This design comes from an exercise in tuning for small area on the open sky130 flow, not from production work.
Only simulation tests tie the RTL to the original design; equivalence was not proved.
Power is estimated from default activity; no workload was simulated.

==> flow/flow/run.sh <==
#!/bin/bash
# Standard ORFS layout with two layout-only changes:
#  - port buffers use the smallest plain buffer (repair_design upsizes where needed);
#  - CTS inserts no dummy loads.
set -euo pipefail
bash standard.sh \
  "BUFFER_PORTS_ARGS=-buffer_cell sky130_fd_sc_hd__buf_1" \
  "CTS_ARGS=-sink_clustering_enable -repair_clock_nets -dont_use_dummy_load -sink_clustering_size 20 -sink_clustering_max_diameter 100" \
  finish > standard_flow.log 2>&1
==> flow/standard.sh <==
#!/bin/bash
# synth_recipe.tcl (not shown) runs the flow's synth.tcl, then flattens the netlist and writes it again
# the make line also repeats each setting of config.mk as NAME=value (left out here)
make -C /OpenROAD-flow-scripts/flow DESIGN_CONFIG=/design/flow/config.mk WORK_HOME=/design/flow/orfs CLKGATE_MAP_FILE= SYNTH_SCRIPT=/design/flow/synth_recipe.tcl "${@:-finish}"
==> flow/config.mk <==
export PLATFORM = sky130hd
export DESIGN_NAME = vregm
export DESIGN_NICKNAME = vregm
export VERILOG_FILES = /design/flow/design.v
export SDC_FILE = /design/flow/constraint.sdc
export NUM_CORES = 4
export LEC_CHECK = 0
export CAP_MARGIN = 20
export CORE_MARGIN = 2
export CORE_UTILIZATION = 35
export PLACE_DENSITY = 0.5
export SLEW_MARGIN = 20
export SYNTH_HIERARCHICAL = 1
==> flow/constraint.sdc <==
create_clock -name core_clock -period 8.0 [get_ports {i_clk}]
set_input_delay 1.6000 -clock core_clock [delete_from_list [all_inputs] [get_ports {i_clk}]]
set_output_delay 1.6000 -clock core_clock [all_outputs]
set_load 0.01 [all_outputs]
==> flow/design.v <==
package vregm_pkg;
  localparam int DEF_XLEN  = 32;
  localparam int DEF_LANES = 4;
  localparam int DEF_NREGS = 16;
  localparam int DEF_NREAD = 2;
  function automatic int clog2(input int n);
    int r;
    r = 0;
    while ((1 << r) < n) r = r + 1;
    clog2 = r;
  endfunction
endpackage
module vregm_clear_seq (
  input  logic i_clk,
  input  logic i_rst,
  output logic o_ready
);
  logic r_ready;
  always_ff @(posedge i_clk or posedge i_rst) begin
    if (i_rst) r_ready <= 1'b0;
    else       r_ready <= 1'b1;
  end
  assign o_ready = r_ready;
endmodule
module vregm_lane #(
  parameter int W = 32
) (
  input  logic         i_clk,
  input  logic         i_en,
  input  logic         i_hold,
  input  logic [W-1:0] i_wd,
  output logic [W-1:0] o_nxt
);
  logic [W-1:0] r_q;
  assign o_nxt = ({W{i_en}} & i_wd) | ({W{i_hold}} & r_q);
  always_ff @(posedge i_clk) begin
    r_q <= o_nxt;
  end
endmodule
module vregm_aoi222 (
  input  logic i_a1,
  input  logic i_a2,
  input  logic i_b1,
  input  logic i_b2,
  input  logic i_c1,
  input  logic i_c2,
  output logic o_y
);
  assign o_y = !((i_a1 && i_a2) || (i_b1 && i_b2) || (i_c1 && i_c2));
endmodule
module vregm_rdbit #(
  parameter int N = 15
) (
  input  logic [N-1:0] i_sel,
  input  logic [N-1:0] i_d,
  output logic         o_q
);
  localparam int G = (N + 2) / 3;
  logic [3*G-1:0] w_sel;
  logic [3*G-1:0] w_d;
  logic [G-1:0]   w_y;
  assign w_sel = (3*G)'(i_sel);
  assign w_d   = (3*G)'(i_d);
  for (genvar g = 0; g < G; g++) begin : g_grp
    vregm_aoi222 u_aoi (
      .i_a1 (w_sel[3*g]),   .i_a2 (w_d[3*g]),
      .i_b1 (w_sel[3*g+1]), .i_b2 (w_d[3*g+1]),
      .i_c1 (w_sel[3*g+2]), .i_c2 (w_d[3*g+2]),
      .o_y  (w_y[g])
    );
  end
  assign o_q = !(&w_y);
endmodule
module vregm_rdsel #(
  parameter int N = 15,
  parameter int W = 32
) (
  input  logic [N-1:0]   i_sel,
  input  logic [N*W-1:0] i_d,
  output logic [W-1:0]   o_q
);
  for (genvar b = 0; b < W; b++) begin : g_bit
    logic [N-1:0] w_d;
    for (genvar r = 0; r < N; r++) begin : g_r
      assign w_d[r] = i_d[r*W + b];
    end
    vregm_rdbit #(.N(N)) u_bit (
      .i_sel (i_sel),
      .i_d   (w_d),
      .o_q   (o_q[b])
    );
  end
endmodule
module vregm
#(
  parameter int XLEN     = vregm_pkg::DEF_XLEN,
  parameter int LANES    = vregm_pkg::DEF_LANES,
  parameter int NREGS    = vregm_pkg::DEF_NREGS,
  parameter int NREAD    = vregm_pkg::DEF_NREAD,
  parameter int ZERO_REG = 1,
  parameter int AW       = vregm_pkg::clog2(NREGS)
) (
  input  logic                        i_clk,
  input  logic                        i_rst,
  input  logic [NREAD*AW-1:0]         i_rd_addr,
  output logic [NREAD*LANES*XLEN-1:0] o_rd_data,
  output logic [NREAD-1:0]            o_rd_busy,
  input  logic                        i_wr_en,
  input  logic [AW-1:0]               i_wr_addr,
  input  logic [LANES-1:0]            i_wr_mask,
  input  logic [LANES*XLEN-1:0]       i_wr_data,
  input  logic                        i_wr_last,
  input  logic                        i_iss_en,
  input  logic [AW-1:0]               i_iss_addr,
  output logic                        o_ready
);
  localparam int RW = LANES * XLEN;
  localparam int R0 = (ZERO_REG != 0) ? 1 : 0;   
  localparam int NS = NREGS - R0;                 
  logic w_ready;
  vregm_clear_seq u_clear_seq (
    .i_clk   (i_clk),
    .i_rst   (i_rst),
    .o_ready (w_ready)
  );
  logic [NS*XLEN-1:0] w_nxt [LANES];
  logic [NS-1:0]      w_busy_q;
  logic [NS-1:0]      w_busy_clr;
  for (genvar s = 0; s < NS; s++) begin : g_reg
    localparam int R = s + R0;
    logic w_wsel;
    logic w_iss;
    logic r_busy;
    assign w_wsel = i_wr_en && (i_wr_addr == AW'(R));
    assign w_iss  = i_iss_en && (i_iss_addr == AW'(R));
    for (genvar l = 0; l < LANES; l++) begin : g_ln
      vregm_lane #(.W(XLEN)) u_lane (
        .i_clk  (i_clk),
        .i_en   (w_ready && w_wsel && i_wr_mask[l]),
        .i_hold (w_ready && !(w_wsel && i_wr_mask[l])),
        .i_wd   (i_wr_data[l*XLEN +: XLEN]),
        .o_nxt  (w_nxt[l][s*XLEN +: XLEN])
      );
    end
    assign w_busy_clr[s] = w_wsel && i_wr_last;
    always_ff @(posedge i_clk) begin
      r_busy <= w_ready && (w_iss || (r_busy && !w_busy_clr[s]));
    end
    assign w_busy_q[s] = r_busy;
  end
  for (genvar p = 0; p < NREAD; p++) begin : g_rd
    logic [AW-1:0] w_ra;
    logic [NS-1:0] w_rsel;
    assign w_ra = i_rd_addr[p*AW +: AW];
    for (genvar s = 0; s < NS; s++) begin : g_dec
      assign w_rsel[s] = (w_ra == AW'(s + R0));
    end
    for (genvar l = 0; l < LANES; l++) begin : g_ln
      vregm_rdsel #(.N(NS), .W(XLEN)) u_rdsel (
        .i_sel (w_rsel),
        .i_d   (w_nxt[l]),
        .o_q   (o_rd_data[p*RW + l*XLEN +: XLEN])
      );
    end
    assign o_rd_busy[p] = w_ready && |(w_rsel & w_busy_q & ~w_busy_clr);
  end
  assign o_ready = w_ready;
endmodule
==> results of run 1 <==
==> Yosys stat by module, one instance, submodules excluded, excerpt <==
module           cell area, um^2  cells inside  flops+latches
vregm_aoi222                10.0             1              0
vregm_clear_seq             32.5             3              1
vregm                       2120           360             15
==> worst register-to-register path: stages, from the launching register on <==
cell and delay, ns:
sky130_fd_sc_hd__dfrtp_1 0.89, sky130_fd_sc_hd__nand2_1 0.72, sky130_fd_sc_hd__buf_4 0.43, sky130_fd_sc_hd__nor2_4 0.77, sky130_fd_sc_hd__buf_4 0.38, sky130_fd_sc_hd__a22o_1 0.23
==> where the power goes <==
group | switching, mW | internal (mW) | leakage (nW)
Combinational | 1.01 | 0.184 | 11.7
Sequential | 0.0208 | 9.70 | 15.6
Clock | 3.36 | 2.45 | 1.37
==> state kept, by name (all words and copies together) (netlist names) <==
register and flops:
g.r_busy 15, u_clear_seq.r_ready 1, g.g_ln.u_lane.r_q 1920
==> cell type report <==
cell class / instances / share of cell area [%]
clock buffers: 111 / 3.27
well taps: 2958 / 4.36
flip-flops and latches: 1936 / 45.6
diodes: 20 / 0.0589
multi-input cells: 4019 / 41.9
repair buffers: 664 / 4.72
inverters: 6 / 0.0442
==> final timing paths <==
check,start,to,depth (start not counted)
setup / recovery,i_wr_en,o_rd_data[121],10
hold / removal,g_reg[12].g_ln[2].u_lane.r_q[29],g_reg[12].g_ln[2].u_lane.r_q[29],1
setup reg to reg,u_clear_seq.r_ready,g_reg[3].g_ln[2].u_lane.r_q[30],5
hold reg to reg,g_reg[12].g_ln[2].u_lane.r_q[29],g_reg[12].g_ln[2].u_lane.r_q[29],1
max in group asynchronous,i_rst,u_clear_seq.r_ready,2
min in group asynchronous,i_rst,u_clear_seq.r_ready,2
==> metal layers <==
| metal | global-route usage [%] | vias to the layer above |
|---|---|---|
| met2 | 47.1 | 5584 |
| li1 | - | 29338 |
| met3 | 7.97 | 1077 |
| met5 | 0 | - |
| met1 | 41.3 | 36108 |
| met4 | 15.6 | 26 |
==> cell families (layout without fill, tap and decap cells) <==
logic type	Yosys count	in the layout
DFF	1936	1936
AOI/OAI and AO/OA	3303	3303
and+or+nand+nor	715	715
other	1	21
buffers and inverters	400	781
==> stage by stage <==
step	hold WS, ns	util, %
6_report	0.485	38.7
5_1_grt	0.493	38.7
4_1_cts	0.482	38.7
3_5_place_dp	0.461	37.4
3_3_place_gp	0.456	37.4
2_1_floorplan	0.448	-
==> cell usage after synthesis (3+ instances only) <==
library cell / number
sky130_fd_sc_hd__buf_2: 5
sky130_fd_sc_hd__and4bb_2: 3
sky130_fd_sc_hd__a21oi_1: 75
sky130_fd_sc_hd__nand2b_1: 7
sky130_fd_sc_hd__o41ai_1: 4
sky130_fd_sc_hd__a222oi_1: 1280
sky130_fd_sc_hd__and3_1: 257
sky130_fd_sc_hd__o21ai_2: 5
sky130_fd_sc_hd__a22o_2: 120
sky130_fd_sc_hd__nor3_1: 25
sky130_fd_sc_hd__dfxtp_1: 1935
sky130_fd_sc_hd__nor2b_1: 4
sky130_fd_sc_hd__clkbuf_8: 3
sky130_fd_sc_hd__nand3_1: 266
sky130_fd_sc_hd__nor2_1: 92
sky130_fd_sc_hd__o21ai_1: 8
sky130_fd_sc_hd__o211ai_1: 4
sky130_fd_sc_hd__clkbuf_1: 19
sky130_fd_sc_hd__buf_6: 365
sky130_fd_sc_hd__inv_1: 5
sky130_fd_sc_hd__nand2_1: 35
sky130_fd_sc_hd__or2_2: 3
sky130_fd_sc_hd__a22o_1: 1800
sky130_fd_sc_hd__nor4_1: 11
==> impl_metrics.prom, run 1 <==
# TYPE chip_impl_metric gauge
chip_impl_metric{name="required_time_of_the_critical_path",unit="ns"} 6.40
chip_impl_metric{name="ant_nets",unit=""} 0
chip_impl_metric{name="detailedRoute.firstIterationViolations",unit=""} 14881
chip_impl_metric{name="synth-adder-area-share",unit="%"} 0
chip_impl_metric{name="synth_simple_gate_area_share",unit="%"} 5.05
chip_impl_metric{name="tns",unit="ns"} 0
chip_impl_metric{name="timing.critical_path.fanout_max",unit=""} 18
chip_impl_metric{name="globalplace.congestion",unit=""} 0.847
chip_impl_metric{name="die_area",unit="mm^2"} 0.225
chip_impl_metric{name="power_leakage",unit="nW"} 28.6
chip_impl_metric{name="highest_clock_frequency_the_design_can_meet",unit="MHz"} 137
chip_impl_metric{name="cts-buffers-inserted",unit=""} 111
chip_impl_metric{name="wirelength",unit="um"} 373000
chip_impl_info{name="timing.critical_path.slowest_stage_cell",value="sky130_fd_sc_hd__nor2_1"} 1
chip_impl_metric{name="cts_max_level",unit=""} 3
chip_impl_metric{name="cts_max_path_buffers",unit=""} 3
chip_impl_metric{name="track_usage",unit="%"} 31.3
chip_impl_metric{name="port-buffer-count",unit=""} 411
chip_impl_info{name="synth.largest_area_cell",value="sky130_fd_sc_hd__dfxtp_1"} 1
chip_impl_metric{name="fin_nets",unit=""} 6891
chip_impl_metric{name="final-hold-violation-count",unit=""} 0
chip_impl_metric{name="placed_cells",unit=""} 9583
chip_impl_info{name="clock-root-buffer",value="sky130_fd_sc_hd__clkbuf_16"} 1
chip_impl_metric{name="synth_top_area_share",unit="%"} 50.1
chip_impl_metric{name="syn-mean-instance-area",unit="um^2"} 12.2
chip_impl_metric{name="synthMuxAreaShare",unit="%"} 0
chip_impl_metric{name="cts_setup_buffers",unit=""} 0
chip_impl_metric{name="post_drt_via_cell_ratio",unit=""} 7.43
chip_impl_metric{name="route.layer.met1.wl",unit="um"} 147000
chip_impl_metric{name="number_of_distinct_library_cells_after_synthesis",unit=""} 42
chip_impl_metric{name="cts_hold_buffers",unit=""} 0
chip_impl_metric{name="wl_met3",unit="um"} 45100
chip_impl_metric{name="initial_core_util",unit="%"} 35.2
chip_impl_metric{name="ctsResizeCount",unit=""} 0
chip_impl_info{name="most_common_library_cell_in_the_layout_ignoring_fill_and_taps",value="sky130_fd_sc_hd__dfxtp_1"} 1
chip_impl_metric{name="die_height",unit="um"} 474
chip_impl_metric{name="floorplan.rows",unit=""} 172
chip_impl_metric{name="detailedPlacementHpwl",unit="um"} 209000
chip_impl_metric{name="cap_violations",unit=""} 0
chip_impl_metric{name="synth_compound_gate_area_share",unit="%"} 39.3
chip_impl_metric{name="fin_total_pwr",unit="mW"} 16.7
chip_impl_metric{name="detail_route.wl_per_cell",unit="um"} 38.3
chip_impl_metric{name="yosysWarnings",unit=""} 10
chip_impl_metric{name="cp_slowest_stage_delay",unit="ns"} 0.85
chip_impl_metric{name="timing.final.max_slew_violations",unit=""} 0
chip_impl_metric{name="final_cell_count_no_fill",unit=""} 9714
chip_impl_info{name="startpoint_type",value="primary input"} 1
chip_impl_metric{name="yosys_register_bits",unit=""} 1936
chip_impl_metric{name="first_pass_iters",unit=""} 14
chip_impl_metric{name="finalWorstPathRequiredPeriod",unit="ns"} 7.32
chip_impl_metric{name="fp.dieW",unit="um"} 474
chip_impl_info{name="layout_common_cells",value="sky130_fd_sc_hd__dfxtp_1, sky130_fd_sc_hd__a22o_1, sky130_fd_sc_hd__a222oi_1, sky130_fd_sc_hd__buf_1, sky130_fd_sc_hd__nand3_1"} 1
chip_impl_info{name="worst_hold_path_type",value="flip-flop to flip-flop"} 1
chip_impl_metric{name="boundaryPins",unit=""} 412
chip_impl_info{name="path_cells",value="buf_1 > nand3_1 > nor2_1 > a21oi_4 > buf_4 > a22o_1 > a222oi_1 > and3_1 > nand3_1 > buf_1"} 1
chip_impl_info{name="crit_path_end_kind",value="output port"} 1
chip_impl_metric{name="grt_first_pass_wirelength",unit="um"} 522000
chip_impl_metric{name="dp_slack",unit="ns"} 0.777
chip_impl_metric{name="yosysSeqAreaShare",unit="%"} 50.1
chip_impl_metric{name="critical_path.n_buffers_inverters",unit=""} 3
chip_impl_metric{name="drc_viols",unit=""} 0
chip_impl_metric{name="synthXorXnorAreaFrac",unit="%"} 0
chip_impl_info{name="rsz0062_at_grt",value="no"} 1
chip_impl_metric{name="vias_in_the_first_global_route",unit=""} 69715
chip_impl_info{name="synth_top_flop_cell",value="sky130_fd_sc_hd__dfxtp_1"} 1
chip_impl_metric{name="multiInputGateArea",unit="mm^2"} 0.0356
chip_impl_metric{name="synthCells",unit=""} 6355
chip_impl_metric{name="detailroute.wirelength.met2",unit="um"} 161000
chip_impl_metric{name="final_critical_path_share_of_the_clock_period",unit="%"} 91.6
chip_impl_metric{name="area_delta_synth_final",unit="%"} 9.93
chip_impl_metric{name="grt_antenna_before_repair",unit=""} 49
chip_impl_info{name="status",value="complete, no violations"} 1
chip_impl_info{name="yosys-top-cells-area",value="sky130_fd_sc_hd__dfxtp_1, sky130_fd_sc_hd__a22o_1, sky130_fd_sc_hd__a222oi_1, sky130_fd_sc_hd__buf_6, sky130_fd_sc_hd__and3_1"} 1
chip_impl_metric{name="path_clk_slew",unit="ns"} 0.08
chip_impl_metric{name="clock_insertion_delay_worst_skew",unit="ns"} 0.79
chip_impl_metric{name="max_slew.worst_pin.slew",unit="ns"} 1.16
chip_impl_metric{name="cts.sink_count",unit=""} 1936
chip_impl_metric{name="fill_cells",unit=""} 21053
chip_impl_metric{name="grt_max_degree",unit=""} 99
chip_impl_metric{name="standard_cell_area_after_detailed_placement",unit="mm^2"} 0.0822
chip_impl_metric{name="worst_slack",unit="ns"} 0.676
chip_impl_metric{name="final_design_area_no_fill",unit="mm^2"} 0.0850
chip_impl_info{name="crit_type",value="primary input to output port"} 1
chip_impl_metric{name="synth_async_sr_flop_share",unit="%"} 0.0517
chip_impl_info{name="dominant_combinational_cell_family_by_area_after_synthesis",value="compound AO/OA/AOI/OAI gates"} 1
chip_impl_metric{name="timing.reg2reg.setup_slack",unit="ns"} 4.51
chip_impl_metric{name="final_setup_viols",unit=""} 0
chip_impl_metric{name="total_global_routing_overflow",unit=""} 0
chip_impl_metric{name="coreArea",unit="mm^2"} 0.220
chip_impl_metric{name="clock-skew-final",unit="ns"} 0.0739
chip_impl_metric{name="number_of_synthesized_flops_with_an_enable_pin",unit=""} 0
chip_impl_metric{name="syn-cell-area",unit="mm^2"} 0.0773
chip_impl_metric{name="power-per-cell-area",unit="mW/mm^2"} 197
chip_impl_metric{name="dr_total_vias",unit=""} 72133
chip_impl_info{name="topRoutingLayerUsed",value="met5"} 1
chip_impl_info{name="cpLargestDelayFamily",value="simple AND/OR/NAND/NOR gates"} 1
chip_impl_info{name="tritoncts",value="built"} 1
chip_impl_metric{name="worst_ep_arrival_time",unit="ns"} 5.72
chip_impl_metric{name="fraction_of_final_layout_cells_with_drive_strength_greater_than_1",unit="%"} 9.78
chip_impl_metric{name="synth_fp_nets",unit=""} 6508
chip_impl_metric{name="tightest_slew_margin_relative_to_the_limit",unit="%"} 22.4
chip_impl_metric{name="seq_area",unit="mm^2"} 0.0388
chip_impl_metric{name="vdd_ir_drop_max",unit="mV"} 0.183
==> run 2, diff against run 1 <==
--- a/flow/config.mk
+++ b/flow/config.mk
@@ -9,4 +9,4 @@
 export CORE_MARGIN = 2
-export CORE_UTILIZATION = 35
-export PLACE_DENSITY = 0.5
+export CORE_UTILIZATION = 45
+export PLACE_DENSITY = 0.55
 export SLEW_MARGIN = 20
==> run 2 against run 1 <==
Effect of this change: clock skew fell by 0.030 ns; setup slack improved by 0.14 ns; critical endpoint is now o_rd_data[238]; critical path type unchanged; first-iteration DRC count rose by 3.7%; largest cell class unchanged; still clean on timing, DRC and antenna.
==> impl_metrics.prom, run 2 <==
# TYPE chip_impl_metric gauge
chip_impl_info{name="status",value="complete, no violations"} 1
chip_impl_info{name="crit_type",value="primary input to output port"} 1
chip_impl_info{name="startpoint_type",value="primary input"} 1
chip_impl_metric{name="port-buffer-count",unit=""} 411
chip_impl_info{name="synth.most_common_cell",value="sky130_fd_sc_hd__dfxtp_1"} 1
chip_impl_metric{name="final_critical_path_share_of_the_clock_period",unit="%"} 89.8
chip_impl_metric{name="timing.final.max_slew_violations",unit=""} 0
chip_impl_metric{name="max_slew.worst_pin.slew",unit="ns"} 1.19
chip_impl_metric{name="pwr-share-comb",unit="%"} 7.1
chip_impl_metric{name="vdd_ir_drop_max",unit="mV"} 0.168
chip_impl_info{name="yosys-top-cells-area",value="sky130_fd_sc_hd__dfxtp_1, sky130_fd_sc_hd__a22o_1, sky130_fd_sc_hd__a222oi_1, sky130_fd_sc_hd__buf_6, sky130_fd_sc_hd__and3_1"} 1
chip_impl_metric{name="finalWorstPathRequiredPeriod",unit="ns"} 7.18
chip_impl_metric{name="cts-buffers-inserted",unit=""} 106
chip_impl_metric{name="number_of_distinct_library_cells_after_synthesis",unit=""} 42
chip_impl_metric{name="power_leakage",unit="nW"} 28.7
chip_impl_metric{name="cts_max_path_buffers",unit=""} 3
chip_impl_metric{name="power_frac_clock",unit="%"} 34.1
chip_impl_metric{name="power-per-cell-area",unit="mW/mm^2"} 196
chip_impl_metric{name="synth_top_area_share",unit="%"} 50.1
chip_impl_info{name="layout_top_registers",value="g.g_ln.u_lane.r_q x1920, g.r_busy x15, u_clear_seq.r_ready x1"} 1
chip_impl_info{name="rsz0062_at_grt",value="no"} 1
chip_impl_info{name="worst_hold_path_type",value="flip-flop to flip-flop"} 1
chip_impl_metric{name="p_sw_share",unit="%"} 26.0
chip_impl_metric{name="die_height",unit="um"} 418
chip_impl_metric{name="yosysWarnings",unit=""} 10
chip_impl_metric{name="timing.reg2reg.setup_slack",unit="ns"} 4.58
chip_impl_metric{name="detail_route.wl_per_cell",unit="um"} 39.1
chip_impl_metric{name="number_of_synthesized_flops_with_an_enable_pin",unit=""} 0
chip_impl_metric{name="p_sw",unit="mW"} 4.30
chip_impl_metric{name="cts_max_level",unit=""} 3
chip_impl_metric{name="grt_max_degree",unit=""} 83
chip_impl_metric{name="first_pass_iters",unit=""} 14
chip_impl_metric{name="timing.critical_path.fanout_max",unit=""} 32
chip_impl_metric{name="tightest_slew_margin_relative_to_the_limit",unit="%"} 20.2
chip_impl_metric{name="dr_total_vias",unit=""} 72138
chip_impl_info{name="most_common_library_cell_in_the_layout_ignoring_fill_and_taps",value="sky130_fd_sc_hd__dfxtp_1"} 1
chip_impl_metric{name="fp.dieW",unit="um"} 418
chip_impl_metric{name="area_delta_synth_final",unit="%"} 8.86
chip_impl_info{name="synth.largest_area_cell",value="sky130_fd_sc_hd__dfxtp_1"} 1
chip_impl_metric{name="power_report.internal_total",unit="mW"} 12.2
chip_impl_metric{name="syn-mean-instance-area",unit="um^2"} 12.2
chip_impl_metric{name="grt_antenna_before_repair",unit=""} 25
chip_impl_metric{name="largest_reg_flops",unit=""} 1920
chip_impl_metric{name="hold_ws",unit="ns"} 0.482
chip_impl_metric{name="cts_setup_buffers",unit=""} 0
chip_impl_metric{name="ant_nets",unit=""} 0
chip_impl_metric{name="tns",unit="ns"} 0
chip_impl_metric{name="cts_hold_buffers",unit=""} 0
chip_impl_metric{name="path_clk_slew",unit="ns"} 0.07
chip_impl_metric{name="initial_core_util",unit="%"} 45.2
chip_impl_metric{name="fill_cells",unit=""} 15258
chip_impl_metric{name="detailedRoute.firstIterationViolations",unit=""} 15431
chip_impl_metric{name="final-hold-violation-count",unit=""} 0
chip_impl_metric{name="synthCells",unit=""} 6355
chip_impl_metric{name="yosysSeqAreaShare",unit="%"} 50.1
chip_impl_metric{name="boundaryPins",unit=""} 412
chip_impl_info{name="layout_common_cells",value="sky130_fd_sc_hd__dfxtp_1, sky130_fd_sc_hd__a22o_1, sky130_fd_sc_hd__a222oi_1, sky130_fd_sc_hd__buf_1, sky130_fd_sc_hd__nand3_1"} 1
chip_impl_metric{name="worst_ep_arrival_time",unit="ns"} 5.58
chip_impl_info{name="largest-register",value="g.g_ln.u_lane.r_q"} 1
chip_impl_metric{name="yosys_register_bits",unit=""} 1936
chip_impl_info{name="clock-root-buffer",value="sky130_fd_sc_hd__clkbuf_16"} 1
chip_impl_info{name="crit_path_end_kind",value="output port"} 1
chip_impl_metric{name="final_setup_viols",unit=""} 0
chip_impl_metric{name="post_drt_via_cell_ratio",unit=""} 8.01
chip_impl_metric{name="floorplan.rows",unit=""} 152
chip_impl_metric{name="vias_in_the_first_global_route",unit=""} 69475
chip_impl_metric{name="die_area",unit="mm^2"} 0.175
chip_impl_metric{name="globalplace.congestion",unit=""} 0.888
chip_impl_metric{name="clock_insertion_delay_worst_skew",unit="ns"} 0.80
chip_impl_metric{name="wirelength",unit="um"} 352000
chip_impl_metric{name="syn-cell-area",unit="mm^2"} 0.0773
chip_impl_metric{name="clock-skew-final",unit="ns"} 0.0439
chip_impl_metric{name="sequentialPowerShare",unit="%"} 58.8
chip_impl_metric{name="required_time_of_the_critical_path",unit="ns"} 6.40
chip_impl_metric{name="synth_fp_nets",unit=""} 6508
chip_impl_metric{name="drc_viols",unit=""} 0
chip_impl_info{name="synth_top_flop_cell",value="sky130_fd_sc_hd__dfxtp_1"} 1
chip_impl_metric{name="fraction_of_final_layout_cells_with_drive_strength_greater_than_1",unit="%"} 10.0
chip_impl_metric{name="grt_first_pass_wirelength",unit="um"} 499000
chip_impl_metric{name="coreArea",unit="mm^2"} 0.171
chip_impl_metric{name="synth_async_sr_flop_share",unit="%"} 0.0517
chip_impl_info{name="yosys-top-cells-count",value="sky130_fd_sc_hd__dfxtp_1, sky130_fd_sc_hd__a22o_1, sky130_fd_sc_hd__a222oi_1"} 1
chip_impl_metric{name="highest_clock_frequency_the_design_can_meet",unit="MHz"} 139
chip_impl_metric{name="ctsResizeCount",unit=""} 0
chip_impl_metric{name="detailedPlacementHpwl",unit="um"} 197000
chip_impl_metric{name="cts.sink_count",unit=""} 1936
chip_impl_metric{name="track_usage",unit="%"} 38.0
chip_impl_metric{name="cap_violations",unit=""} 0
chip_impl_info{name="tritoncts",value="built"} 1
chip_impl_metric{name="total_global_routing_overflow",unit=""} 0
chip_impl_metric{name="fin_nets",unit=""} 6907
-- run 2: changes by cell type in the layout (fill, tap and decap cells not counted), sizes merged --
cell    change
diode       -1
clkbuf      -5
buf        +21
-- run 2: layout make-up --
cell class / instances / area [um^2] / share of cell area, %
antenna: 19 / 47.5 / 0.0565
clock buffer: 106 / 2650 / 3.15
inverter: 6 / 37.5 / 0.0446
multi-input combinational: 4019 / 35600 / 42.4
sequential: 1936 / 38800 / 46.1
tap: 2233 / 2790 / 3.32
timing repair buffer: 685 / 4220 / 5.02
-- run 2: cells by family (layout without fill, tap and decap cells) --
family	Yosys count	after routing	share of synthesized area, %
buffers and inverters	400	797	5.54
other	1	20	0.00485
and+or+nand+nor	715	715	5.05
AOI/OAI and AO/OA	3303	3303	39.3
DFF	1936	1936	50.1
-- run 2: Yosys stat by module (local to each module, per instance), excerpt --
| module | cells | flip-flops and latches |
|---|---|---|
| vregm | 360 | 15 |
| vregm_aoi222 | 1 | 0 |
| vregm_clear_seq | 3 | 1 |
-- run 2: power by group through the flow --
stage | registers, mW | logic [mW] | clock network (mW)
finish | 9.72 | 1.17 | 5.63
floorplan | 9.94 | 0.505 | 0
CTS | 9.72 | 1.12 | 5.65
global route | 9.73 | 1.17 | 5.98
detailed placement | 9.95 | 1.11 | 0
global placement | 9.94 | 1.11 | 0
-- run 2: per-layer routing --
metal | track usage, % | share of wire (%) | wire length (um) | up-vias
li1 | - | - | - | 29383
met1 | 50.1 | 38 | 135000 | 35693
met2 | 57.1 | 43 | 152000 | 5866
met3 | 9.07 | 13 | 44600 | 1186
met4 | 20.6 | 5.8 | 20300 | 10
met5 | 0 | 0.016 | 56 | -
-- run 2: critical path, cell delays in order --
cell	delay, ns
sky130_fd_sc_hd__buf_1	0.65
sky130_fd_sc_hd__inv_1	0.21
sky130_fd_sc_hd__or2_2	0.39
sky130_fd_sc_hd__nor2_1	0.52
sky130_fd_sc_hd__buf_4	0.26
sky130_fd_sc_hd__a21oi_4	0.05
sky130_fd_sc_hd__buf_4	0.34
sky130_fd_sc_hd__a22o_1	0.32
sky130_fd_sc_hd__a222oi_1	0.50
sky130_fd_sc_hd__and3_1	0.23
sky130_fd_sc_hd__nand3_1	0.08
sky130_fd_sc_hd__buf_1	0.38
-- run 2: final timing paths --
check | to | start | cells past startpoint
worst max-delay path | o_rd_data[238] | i_wr_addr[2] | 12
worst min-delay path | g_reg[1].g_ln[3].u_lane.r_q[31] | g_reg[1].g_ln[3].u_lane.r_q[31] | 1
worst max register to register | g_reg[7].g_ln[1].u_lane.r_q[10] | u_clear_seq.r_ready | 5
worst min register to register | g_reg[1].g_ln[3].u_lane.r_q[31] | g_reg[1].g_ln[3].u_lane.r_q[31] | 1
max in group asynchronous | u_clear_seq.r_ready | i_rst | 2
min in group asynchronous | u_clear_seq.r_ready | i_rst | 2
-- run 2: per-stage QoR --
| stage | power [mW] | worst slack [ns] | instance area [um^2] | cells | utilization, % |
|---|---|---|---|---|---|
| final | 16.5 | 0.815 | 84200 | 9004 | 49.2 |
| after CTS | 16.5 | 1.01 | 84100 | 8985 | 49.1 |
| after detailed placement | 11.1 | 1.04 | 81500 | 8879 | 47.6 |
| after global placement | 11.0 | 1.02 | 81400 | 8878 | 47.6 |
| after global routing | 16.9 | 0.809 | 84100 | 8999 | 49.2 |
| after floorplan | 10.4 | 0.0326 | 77400 | 6355 | - |
==> run 3, diff against run 2 <==
--- a/flow/flow/run.sh
+++ b/flow/flow/run.sh
@@ -7,3 +7,3 @@
   "BUFFER_PORTS_ARGS=-buffer_cell sky130_fd_sc_hd__buf_1" \
-  "CTS_ARGS=-sink_clustering_enable -repair_clock_nets -dont_use_dummy_load -sink_clustering_size 20 -sink_clustering_max_diameter 100" \
+  "CTS_ARGS=-sink_clustering_enable -repair_clock_nets -dont_use_dummy_load -sink_clustering_size 25 -sink_clustering_max_diameter 100" \
   finish > standard_flow.log 2>&1
--- a/flow/config.mk
+++ b/flow/config.mk
@@ -9,4 +9,4 @@
 export CORE_MARGIN = 2
-export CORE_UTILIZATION = 45
-export PLACE_DENSITY = 0.55
+export CORE_UTILIZATION = 35
+export PLACE_DENSITY = 0.5
 export SLEW_MARGIN = 20
==> run 3 against run 2 <==
Effect of this change: area after synthesis stayed put; first-iteration DRC count is 4.3% lower; global-route usage is 6.8 points lower; critical endpoint is now o_rd_data[47]; clock-buffer cell count is 10 lower; fmax is 1.8% lower; sequential power hardly changed; highest routed layer unchanged; core utilization is 11 points lower; setup slack worse by 0.13 ns; largest power group unchanged; combinational power hardly changed; flip-flop and latch count stayed put.
==> impl_metrics.prom, run 3 <==
# TYPE chip_impl_metric gauge
chip_impl_metric{name="floorplan.rows",unit=""} 172
chip_impl_metric{name="initial_core_util",unit="%"} 35.2
chip_impl_info{name="dominant_combinational_cell_family_by_area_after_synthesis",value="compound AO/OA/AOI/OAI gates"} 1
chip_impl_metric{name="number_of_distinct_library_cells_after_synthesis",unit=""} 42
chip_impl_info{name="clock-root-buffer",value="sky130_fd_sc_hd__clkbuf_16"} 1
chip_impl_metric{name="path_clk_slew",unit="ns"} 0.06
chip_impl_info{name="layout_top_registers",value="g.g_ln.u_lane.r_q x1920, g.r_busy x15, u_clear_seq.r_ready x1"} 1
chip_impl_metric{name="grt_max_degree",unit=""} 99
chip_impl_metric{name="fp.dieW",unit="um"} 474
chip_impl_metric{name="final_cell_count_no_fill",unit=""} 9698
chip_impl_metric{name="standard_cell_area_after_detailed_placement",unit="mm^2"} 0.0822
chip_impl_metric{name="fraction_of_final_layout_cells_with_drive_strength_greater_than_1",unit="%"} 9.58
chip_impl_metric{name="finalWorstPathRequiredPeriod",unit="ns"} 7.32
chip_impl_info{name="yosys-top-cells-area",value="sky130_fd_sc_hd__dfxtp_1, sky130_fd_sc_hd__a22o_1, sky130_fd_sc_hd__a222oi_1, sky130_fd_sc_hd__buf_6, sky130_fd_sc_hd__and3_1"} 1
chip_impl_info{name="synth.largest_area_cell",value="sky130_fd_sc_hd__dfxtp_1"} 1
chip_impl_metric{name="grt_first_pass_wirelength",unit="um"} 521000
chip_impl_metric{name="cts_max_level",unit=""} 3
chip_impl_info{name="crit_type",value="primary input to output port"} 1
chip_impl_metric{name="cts_setup_buffers",unit=""} 0
chip_impl_metric{name="detailedRoute.firstIterationViolations",unit=""} 14760
chip_impl_info{name="synth.most_common_cell",value="sky130_fd_sc_hd__dfxtp_1"} 1
chip_impl_metric{name="final_core_util",unit="%"} 38.5
chip_impl_metric{name="syn-mean-instance-area",unit="um^2"} 12.2
chip_impl_metric{name="first_pass_iters",unit=""} 13
chip_impl_metric{name="detailedPlacementHpwl",unit="um"} 209000
chip_impl_metric{name="final_setup_viols",unit=""} 0
chip_impl_metric{name="cts_max_path_buffers",unit=""} 3
chip_impl_info{name="timing.critical_path.slowest_stage_cell",value="sky130_fd_sc_hd__nor2_4"} 1
chip_impl_info{name="startpoint_type",value="primary input"} 1
chip_impl_metric{name="grt_antenna_before_repair",unit=""} 46
chip_impl_metric{name="tightest_slew_margin_relative_to_the_limit",unit="%"} 21.7
chip_impl_metric{name="final_critical_path_share_of_the_clock_period",unit="%"} 91.5
chip_impl_metric{name="vias_in_the_first_global_route",unit=""} 69555
chip_impl_metric{name="ant_nets",unit=""} 0
chip_impl_metric{name="die_area",unit="mm^2"} 0.225
chip_impl_metric{name="cts_hold_buffers",unit=""} 0
chip_impl_metric{name="synthXorXnorAreaFrac",unit="%"} 0
chip_impl_metric{name="synth_compound_gate_area_share",unit="%"} 39.3
chip_impl_info{name="cpLargestDelayFamily",value="simple AND/OR/NAND/NOR gates"} 1
chip_impl_info{name="worst_hold_path_type",value="flip-flop to flip-flop"} 1
chip_impl_metric{name="drc_viols",unit=""} 0
chip_impl_metric{name="yosysSeqAreaShare",unit="%"} 50.1
chip_impl_metric{name="synth_top_area_share",unit="%"} 50.1
chip_impl_metric{name="yosys_register_bits",unit=""} 1936
chip_impl_info{name="rsz0062_at_grt",value="no"} 1
chip_impl_metric{name="synth_async_sr_flop_share",unit="%"} 0.0517
chip_impl_metric{name="fill_cells",unit=""} 21065
chip_impl_metric{name="timing.final.max_slew_violations",unit=""} 0
chip_impl_metric{name="cts-buffers-inserted",unit=""} 96
chip_impl_metric{name="max_slew.worst_pin.slew",unit="ns"} 1.17
chip_impl_metric{name="vdd_ir_drop_max",unit="mV"} 0.184
chip_impl_metric{name="post_drt_via_cell_ratio",unit=""} 7.44
chip_impl_metric{name="synth-adder-area-share",unit="%"} 0
chip_impl_metric{name="globalplace.congestion",unit=""} 0.847
chip_impl_metric{name="port-buffer-count",unit=""} 411
chip_impl_metric{name="critical_path.n_buffers_inverters",unit=""} 3
chip_impl_metric{name="boundaryPins",unit=""} 412
chip_impl_info{name="synth_top_flop_cell",value="sky130_fd_sc_hd__dfxtp_1"} 1
chip_impl_metric{name="seq_area",unit="mm^2"} 0.0388
chip_impl_metric{name="yosysWarnings",unit=""} 10
chip_impl_metric{name="track_usage",unit="%"} 31.2
chip_impl_info{name="largest-register",value="g.g_ln.u_lane.r_q"} 1
chip_impl_info{name="layout_common_cells",value="sky130_fd_sc_hd__dfxtp_1, sky130_fd_sc_hd__a22o_1, sky130_fd_sc_hd__a222oi_1, sky130_fd_sc_hd__buf_1, sky130_fd_sc_hd__nand3_1"} 1
chip_impl_metric{name="largest_reg_flops",unit=""} 1920
chip_impl_metric{name="synthCells",unit=""} 6355
chip_impl_metric{name="cts.sink_count",unit=""} 1936
chip_impl_metric{name="required_time_of_the_critical_path",unit="ns"} 6.40
chip_impl_metric{name="coreArea",unit="mm^2"} 0.220
chip_impl_metric{name="number_of_synthesized_flops_with_an_enable_pin",unit=""} 0
chip_impl_metric{name="highest_clock_frequency_the_design_can_meet",unit="MHz"} 137
chip_impl_metric{name="synth_fp_nets",unit=""} 6508
chip_impl_info{name="tritoncts",value="built"} 1
chip_impl_metric{name="die_height",unit="um"} 474
chip_impl_metric{name="detail_route.wl_per_cell",unit="um"} 38.4
chip_impl_metric{name="worst_ep_arrival_time",unit="ns"} 5.72
chip_impl_metric{name="cp_slowest_stage_delay",unit="ns"} 0.91
chip_impl_metric{name="timing.critical_path.fanout_max",unit=""} 21
chip_impl_metric{name="final_design_area_no_fill",unit="mm^2"} 0.0846
chip_impl_info{name="path_cells",value="buf_1 > nand2b_1 > nor2_1 > nand3_1 > nor2_4 > buf_4 > a22o_1 > a222oi_1 > and3_1 > nand3_1 > buf_1"} 1
chip_impl_metric{name="placed_cells",unit=""} 9583
chip_impl_info{name="most_common_library_cell_in_the_layout_ignoring_fill_and_taps",value="sky130_fd_sc_hd__dfxtp_1"} 1
chip_impl_metric{name="final-hold-violation-count",unit=""} 0
chip_impl_info{name="yosys-top-cells-count",value="sky130_fd_sc_hd__dfxtp_1, sky130_fd_sc_hd__a22o_1, sky130_fd_sc_hd__a222oi_1"} 1
chip_impl_metric{name="synthMuxAreaShare",unit="%"} 0
chip_impl_metric{name="area_delta_synth_final",unit="%"} 9.44
chip_impl_metric{name="syn-cell-area",unit="mm^2"} 0.0773
chip_impl_metric{name="multiInputGateArea",unit="mm^2"} 0.0356
chip_impl_metric{name="clock_insertion_delay_worst_skew",unit="ns"} 0.77
chip_impl_metric{name="power_leakage",unit="nW"} 28.5
chip_impl_metric{name="cap_violations",unit=""} 0
chip_impl_info{name="crit_path_end_kind",value="output port"} 1
chip_impl_info{name="status",value="complete, no violations"} 1
chip_impl_metric{name="wirelength",unit="um"} 373000
chip_impl_metric{name="total_global_routing_overflow",unit=""} 0
chip_impl_metric{name="synth_simple_gate_area_share",unit="%"} 5.05
chip_impl_metric{name="power-per-cell-area",unit="mW/mm^2"} 193
chip_impl_metric{name="dr_total_vias",unit=""} 72132
chip_impl_metric{name="clock-skew-final",unit="ns"} 0.0611
chip_impl_metric{name="ctsResizeCount",unit=""} 0
chip_impl_metric{name="fin_nets",unit=""} 6876
chip_impl_metric{name="tns",unit="ns"} 0
run 3: cell counts after synthesis:
No cell type changed its count.
run 3: worst reg2reg max path, cell delays in order (launching register included):
cell	delay (ns)
sky130_fd_sc_hd__dfrtp_1	0.87
sky130_fd_sc_hd__nand2_1	0.71
sky130_fd_sc_hd__buf_4	0.42
sky130_fd_sc_hd__nor2_4	0.76
sky130_fd_sc_hd__buf_4	0.38
sky130_fd_sc_hd__a22o_1	0.22
run 3: cell type report:
type                       count  share of cell area, %
sequential                  1936                   45.8
inverter                       6                 0.0444
antenna                       19                 0.0562
tap                         2958                   4.37
multi-input combinational   4019                   42.1
clock buffer                  96                   2.84
timing repair buffer         664                   4.74
run 3: report_power, final:
part,switching (mW),internal [mW]
logic,1.01,0.184
clock network,3.28,2.14
registers,0.0207,9.70
total,4.31,12.0
run 3: path summary, 6_finish.rpt:
check,from,endpoint,slack [ns],cells after the start
min,g_reg[8].g_ln[2].u_lane.r_q[29],g_reg[8].g_ln[2].u_lane.r_q[29],0.48,1
max reg2reg,u_clear_seq.r_ready,g_reg[3].g_ln[2].u_lane.r_q[21],4.55,5
max in group asynchronous,i_rst,u_clear_seq.r_ready,7.30,2
min reg2reg,g_reg[8].g_ln[2].u_lane.r_q[29],g_reg[8].g_ln[2].u_lane.r_q[29],0.48,1
min in group asynchronous,i_rst,u_clear_seq.r_ready,0.61,2
max,i_wr_en,o_rd_data[47],0.68,11
run 3: routing by layer:
layer / track usage (%) / wire length (um)
met5: 0 / 195
met3: 7.73 / 43100
met4: 15.2 / 19300
met2: 47.3 / 162000
met1: 41.3 / 148000
run 3: through the flow:
step	power, mW	hold slack [ns]	worst slack (ns)
final	16.3	0.483	0.682
after global routing	16.7	0.495	0.591
after CTS	16.4	0.479	0.770
after detailed placement	11.1	0.461	0.777
after global placement	11.1	0.456	0.827
after floorplan	10.4	0.448	0.0326
run 3: logic make-up (layout without fill, tap and decap cells):
group                  count (synthesis)  in the layout
and+or+nand+nor                      715            715
buffers and inverters                400            766
DFF                                 1936           1936
other                                  1             20
AOI/OAI and AO/OA                   3303           3303
run 3: per-module statistics from Yosys, one instance, submodules excluded, a selection:
module | copies in the design | cell area [um^2] | cells | flops+latches
vregm_aoi222 | 1280 | 10.0 | 1 | 0
vregm_clear_seq | 1 | 32.5 | 3 | 1
vregm | 1 | 2120 | 360 | 15

what the ideal ports hide:
How much do the figures lean on ideal ports? The routed layouts below were timed once more, with nothing changed but the port constraints.
Step 1 sets driving cells, clkbuf_16 on the clock port and buf_2 on the other inputs (assumed; they add their load-dependent delay and slew).
Step 2 adds t to the input delays and takes it off the output delays; t is the mean of the earliest and latest rising clock arrival at the registers after step 1. Input paths then give back, and output paths get back, about the clock's delay inside the block.
Three values: no drivers, after step 1, after step 2; two values: the first two.
| run | t, ns | setup slack, ns | latest minus earliest clock arrival (ns) |
|---|---|---|---|
| run 1 | 0.856 | 0.676 / 0.647 / 0.647 | 0.094 / 0.094 |
| run 2 | 0.863 | 0.815 / 0.783 / 0.783 | 0.051 / 0.051 |
| run 3 | 0.838 | 0.682 / 0.652 / 0.652 | 0.080 / 0.080 |
After both steps every run listed still meets setup and hold. The setup slack of run 2, which loses most, moves by -0.032 ns with the drivers and by -0.032 ns with both steps.
